From an optimization exercise on the open Yosys and OpenROAD flow, aimed at small area; shortcuts taken in it are not production practice.
The RTL was checked by simulation tests, not by an equivalence proof against the original design.
No driver is modelled on the clock port, so clock power and skew are understated where the tree is cut down; a real chip needs a root buffer or a tree.
Power and IR drop assume default switching activity.

==> module armMulticycle, before the edit <==
module armMulticycle (
    input  logic        clk,
    input  logic        reset,
    input  logic [31:0] readData,
    output logic [31:0] adr,
    output logic [31:0] writeData,
    output logic        memWrite
);
    logic [4:0] ph;
    logic       first;
    logic       w1;
    logic       ph0, ph31;
    assign ph0  = (ph == 5'd0);
    assign ph31 = (ph == 5'd31);
    logic [31:0] rf [0:14];
    logic [31:0] adrr;
    logic [31:0] wd;
    logic [31:0] ir;
    logic [31:0] instr;
    logic        irLoad;
    logic ldI, ldIn, ldW, ldWn;
    logic [31:0] rdInstr;
    logic        passNow;
    assign irLoad  = ldI;
    assign rdInstr = {readData[31:28], readData[27:26] | {2{~passNow}}, readData[25:0]};
    assign instr   = ({32{ldI}} & rdInstr) | ({32{ldIn}} & ir);
    logic [3:0] cond, cmd, rn, rd, rm, rb;
    logic [1:0] cls;
    logic       isDp, isMem, isBr, immBit, sBit, lBit, rd15;
    logic       isAnd, isOrr, isSub, isCmp, isAdd4;
    assign cond   = readData[31:28];
    assign cls    = instr[27:26];
    assign immBit = instr[25];
    assign cmd    = instr[24:21];
    assign sBit   = instr[20];
    assign lBit   = instr[20];
    assign rn     = instr[19:16];
    assign rd     = instr[15:12];
    assign rm     = instr[3:0];
    assign rd15   = (rd == 4'd15);
    assign isDp   = (cls == 2'b00);
    assign isMem  = (cls == 2'b01);
    assign isBr   = (cls == 2'b10);
    assign isAnd  = isDp & (cmd == 4'b0000);
    assign isOrr  = isDp & (cmd == 4'b1100);
    assign isCmp  = (cmd == 4'b1010);
    assign isSub  = isDp & ((cmd == 4'b0010) | isCmp);
    assign isAdd4 = (cmd == 4'b0100);
    logic fn, fz, fc, fv;
    always_comb begin
        case (cond)
            4'd0:  passNow = fz;
            4'd1:  passNow = ~fz;
            4'd2:  passNow = fc;
            4'd3:  passNow = ~fc;
            4'd4:  passNow = fn;
            4'd5:  passNow = ~fn;
            4'd6:  passNow = fv;
            4'd7:  passNow = ~fv;
            4'd8:  passNow = fc & ~fz;
            4'd9:  passNow = ~fc | fz;
            4'd10: passNow = (fn == fv);
            4'd11: passNow = (fn != fv);
            4'd12: passNow = ~fz & (fn == fv);
            4'd13: passNow = fz | (fn != fv);
            default: passNow = 1'b1;
        endcase
    end
    logic c4, c8;
    logic c4in, c8in;
    logic k4;
    logic pcTap, s4, s8, m4;
    assign pcTap = adrr[0];
    assign k4    = (ph == 5'd2);
    assign c4in  = ~ph0 & c4;
    assign c8in  = ~ph0 & c8;
    assign s4    = pcTap ^ k4 ^ c4in;
    assign s8    = s4 ^ k4 ^ c8in;
    assign m4    = wd[0] ^ k4 ^ c8in;
    logic [14:0] tap;
    logic        portA, portB;
    for (genvar g = 0; g < 15; g++) begin : gTap
        assign tap[g] = rf[g][0];
    end
    assign rb    = isMem ? rd : rm;
    assign portA = (isBr | (rn == 4'd15)) ? s8 : tap[rn];
    assign portB = (rb == 4'd15) ? s8 : tap[rb];
    logic       dStream;
    logic       wdIn;
    logic [4:0] j;
    logic       immDp, immMem, immBr, immS;
    assign dStream = ph0 ? readData[0] : wd[0];
    assign immMem  = (ph < 5'd12) & dStream;
    assign immBr   = (ph >= 5'd26) ? instr[23] : ((ph >= 5'd2) & wd[30]);
    assign wdIn    = isMem ? portB : dStream;
    assign j       = ph + {instr[11:8], 1'b0};
    assign immDp   = (j[4:3] == 2'b00) & (ph0 ? readData[{instr[9:8], 1'b0}] : wd[{instr[11:8], 1'b0}]);
    always_comb begin
        case (cls)
            2'b00:   immS = immDp;
            2'b01:   immS = immMem;
            default: immS = immBr;
        endcase
    end
    logic opB, bx, cin, cout, sum, res;
    logic cy, zacc;
    assign opB  = (isDp & ~immBit) ? portB : immS;
    assign bx   = opB ^ isSub;
    assign cin  = ph0 ? isSub : cy;
    assign sum  = portA ^ bx ^ cin;
    assign cout = (portA & bx) | (portA & cin) | (bx & cin);
    assign res  = isAnd ? (portA & opB) : (isOrr ? (portA | opB) : sum);
    logic run0;
    logic doW1;
    logic pcNext, adrIn;
    logic we;
    logic wbit;
    assign run0   = ~first & ~w1;
    assign doW1   = ~(lBit & rd15);
    assign pcNext = isBr ? res : s4;
    always_comb begin
        if (first) begin
            adrIn = 1'b0;
        end else if (w1) begin
            adrIn = (~lBit & rd15) ? m4 : portB;
        end else if (isMem & doW1) begin
            adrIn = res;
        end else begin
            adrIn = pcNext;
        end
    end
    assign we   = w1 ? 1'b1 : (run0 & (isDp ? ~isCmp : isMem));
    assign wbit = w1 ? (lBit ? dStream : wd[0]) : (isMem ? s4 : res);
    always_ff @(posedge clk) begin
        for (int i = 0; i < 15; i++) begin
            rf[i] <= {(we && rd == i[3:0]) ? wbit : rf[i][0], rf[i][31:1]};
        end
        wd      <= {wdIn, ({31{ldW}} & readData[31:1]) | ({31{ldWn}} & wd[31:1])};
        ldI     <= ph31 & ~(run0 & isMem & doW1);
        ldIn    <= ~(ph31 & ~(run0 & isMem & doW1));
        ldW     <= ph31 & ~(run0 & isMem & ~lBit);
        ldWn    <= ~(ph31 & ~(run0 & isMem & ~lBit));
        ir      <= instr;
        c4      <= (pcTap & k4) | (pcTap & c4in) | (k4 & c4in);
        if (w1) begin
            c8 <= ~wd[0] & (k4 | c8in);
        end else begin
            c8 <= (s4 & k4) | (s4 & c8in) | (k4 & c8in);
        end
        cy      <= cout;
        zacc    <= (~ph0 & zacc) | res;
    end
    logic flagWe;
    assign flagWe = run0 & ph31 & isDp & (sBit | isCmp);
    always_ff @(posedge clk or posedge reset) begin
        if (reset) begin
            ph       <= 5'd31;
            first    <= 1'b1;
            adrr     <= 32'd0;
            w1       <= 1'b0;
            fn       <= 1'b0;
            fz       <= 1'b0;
            fc       <= 1'b0;
            fv       <= 1'b0;
        end else begin
            ph       <= ph + 5'd1;
            first    <= 1'b0;
            adrr     <= {adrIn, adrr[31:1]};
            if (ph31 && !first) begin
                w1 <= run0 & isMem & doW1;
            end
            if (flagWe) begin
                fn <= res;
                fz <= ~(zacc | res);
                if (isAdd4 | isSub) begin
                    fc <= cout;
                    fv <= cin ^ cout;
                end
            end
        end
    end
    assign memWrite  = w1 & ph0 & ~ir[20];
    assign adr       = adrr;
    assign writeData = wd;
endmodule
Settings: LEC_CHECK=0, ABC_AREA=1, CAP_MARGIN=20, CORE_MARGIN=2, CORE_UTILIZATION=70, PLACE_DENSITY=0.8, SLEW_MARGIN=20; clock period 8.0 ns.
standard.sh (not shown) runs the stock make flow with config.mk's settings and CLKGATE_MAP_FILE= SYNTH_SCRIPT=/design/flow/synth_recipe.tcl, a recipe that flattens the netlist after the stock synthesis.
==> flow/flow/run.sh <==
#!/bin/bash
# ORFS layout with an area-oriented ABC mapping script, light port buffers
# and a two-level clock tree of its own (flow/cts.tcl in place of ORFS's
# cts.tcl). Each tool's output goes to a log in this folder.
set -euo pipefail
W=$PWD
rm -rf "$W/orfs_scripts"
cp -r "$FLOW_HOME/scripts" "$W/orfs_scripts"
cp "$W/flow/abc_area.script" "$W/orfs_scripts/abc_area.script"
cp "$W/flow/cts.tcl" "$W/orfs_scripts/cts.tcl"
export BUFFER_PORTS_ARGS="-buffer_cell sky130_fd_sc_hd__buf_1"
bash standard.sh SCRIPTS_DIR="$W/orfs_scripts" synth > "$W/synth.log" 2>&1
bash standard.sh SCRIPTS_DIR="$W/orfs_scripts" > "$W/orfs_flow.log" 2>&1
Other scripts of this flow, unchanged in this note and not shown: flow/flow/abc_area.script, flow/flow/cts.tcl
Change:
--- a/flow/design.v
+++ b/flow/design.v
@@ -27,9 +27,6 @@
     logic        irLoad;
     logic ldI, ldIn, ldW, ldWn;
-    logic [31:0] rdInstr;
-    logic        passNow;
-    assign irLoad  = ldI;
-    assign rdInstr = {readData[31:28], readData[27:26] | {2{~passNow}}, readData[25:0]};
-    assign instr   = ({32{ldI}} & rdInstr) | ({32{ldIn}} & ir);
+    assign irLoad = ldI;
+    assign instr  = ({32{ldI}} & readData) | ({32{ldIn}} & ir);
     logic [3:0] cond, cmd, rn, rd, rm, rb;
     logic [1:0] cls;
@@ -55,4 +52,8 @@
     assign isAdd4 = (cmd == 4'b0100);
     logic fn, fz, fc, fv;
+    logic pass;
+    logic passNow;
+    logic passReg;
+    assign pass = irLoad ? passNow : passReg;
     always_comb begin
         case (cond)
@@ -94,13 +95,12 @@
     assign portB = (rb == 4'd15) ? s8 : tap[rb];
     logic       dStream;
-    logic       wdIn;
+    logic       bd1, bd2;
     logic [4:0] j;
     logic       immDp, immMem, immBr, immS;
     assign dStream = ph0 ? readData[0] : wd[0];
     assign immMem  = (ph < 5'd12) & dStream;
-    assign immBr   = (ph >= 5'd26) ? instr[23] : ((ph >= 5'd2) & wd[30]);
-    assign wdIn    = isMem ? portB : dStream;
+    assign immBr   = (ph >= 5'd2) & bd2;
     assign j       = ph + {instr[11:8], 1'b0};
-    assign immDp   = (j[4:3] == 2'b00) & (ph0 ? readData[{instr[9:8], 1'b0}] : wd[{instr[11:8], 1'b0}]);
+    assign immDp   = (j[4:3] == 2'b00) & instr[j[2:0]];
     always_comb begin
         case (cls)
@@ -124,6 +124,6 @@
     logic wbit;
     assign run0   = ~first & ~w1;
-    assign doW1   = ~(lBit & rd15);
-    assign pcNext = isBr ? res : s4;
+    assign doW1   = pass & ~(lBit & rd15);
+    assign pcNext = (isBr & pass) ? res : s4;
     always_comb begin
         if (first) begin
@@ -137,5 +137,5 @@
         end
     end
-    assign we   = w1 ? 1'b1 : (run0 & (isDp ? ~isCmp : isMem));
+    assign we   = w1 ? 1'b1 : (run0 & pass & (isDp ? ~isCmp : isMem));
     assign wbit = w1 ? (lBit ? dStream : wd[0]) : (isMem ? s4 : res);
     always_ff @(posedge clk) begin
@@ -143,10 +143,15 @@
             rf[i] <= {(we && rd == i[3:0]) ? wbit : rf[i][0], rf[i][31:1]};
         end
-        wd      <= {wdIn, ({31{ldW}} & readData[31:1]) | ({31{ldWn}} & wd[31:1])};
+        wd      <= {portB, ({31{ldW}} & readData[31:1]) | ({31{ldWn}} & wd[31:1])};
         ldI     <= ph31 & ~(run0 & isMem & doW1);
         ldIn    <= ~(ph31 & ~(run0 & isMem & doW1));
-        ldW     <= ph31 & ~(run0 & isMem & ~lBit);
-        ldWn    <= ~(ph31 & ~(run0 & isMem & ~lBit));
+        ldW     <= ph31 & ~(run0 & isMem & ~lBit & pass);
+        ldWn    <= ~(ph31 & ~(run0 & isMem & ~lBit & pass));
         ir      <= instr;
+        passReg <= pass;
+        bd1     <= dStream;
+        if (ph < 5'd25 || ph == 5'd31) begin
+            bd2 <= bd1;
+        end
         c4      <= (pcTap & k4) | (pcTap & c4in) | (k4 & c4in);
         if (w1) begin
@@ -159,5 +164,5 @@
     end
     logic flagWe;
-    assign flagWe = run0 & ph31 & isDp & (sBit | isCmp);
+    assign flagWe = run0 & ph31 & isDp & pass & (sBit | isCmp);
     always_ff @(posedge clk or posedge reset) begin
         if (reset) begin
After rerunning: Wire length rose by 4.2%; global-route usage rose by 0.53 points; final area rose by 0.94%; die area rose by 0.94%; register-to-register slack is better by 0.60 ns; worst setup slack is better by 1.2 ns; area after synthesis rose by 0.97%; worst hold slack is worse by 0.0040 ns; critical path depth fell by 7; sequential power rose by about 2%.
In every run of this note, the design's own scripts or RTL, not TritonCTS, make the clock network.

-- re-timing with driven ports --
The flow's constraints put no driver on any port. The routed layouts listed below were extracted and timed again, unchanged, in two steps. Step 1: set_driving_cell puts a clkbuf_16 on clk and a buf_2 on each other input, an assumption about the parent block. Step 2 moves the port delays by t, midway between the first and last clock arrival at a register: inputs arrive t later, outputs are due t later. That takes back most of the time a late clock gives input paths. a / b / c = no drivers / after step 1 / after step 2; a / b = the first two.
| run | shift t [ns] | setup WS [ns] | worst hold slack (ns) | latest minus earliest clock arrival (ns) | worst slew at a driven data input, ns |
|---|---|---|---|---|---|
| the first run | 0.681 | 1.412 / 1.428 / 0.747 | 0.328 / 0.328 / 0.328 | 0.020 / 0.019 | 0.04 |
| the second run | 0.688 | 2.601 / 2.618 / 1.930 | 0.324 / 0.324 / 0.324 | 0.017 / 0.018 | 0.05 |
After both steps setup and hold are still met in every run listed. For the second run, which loses most, drivers alone change the setup slack by +0.017 ns; drivers and shift together by -0.671 ns.
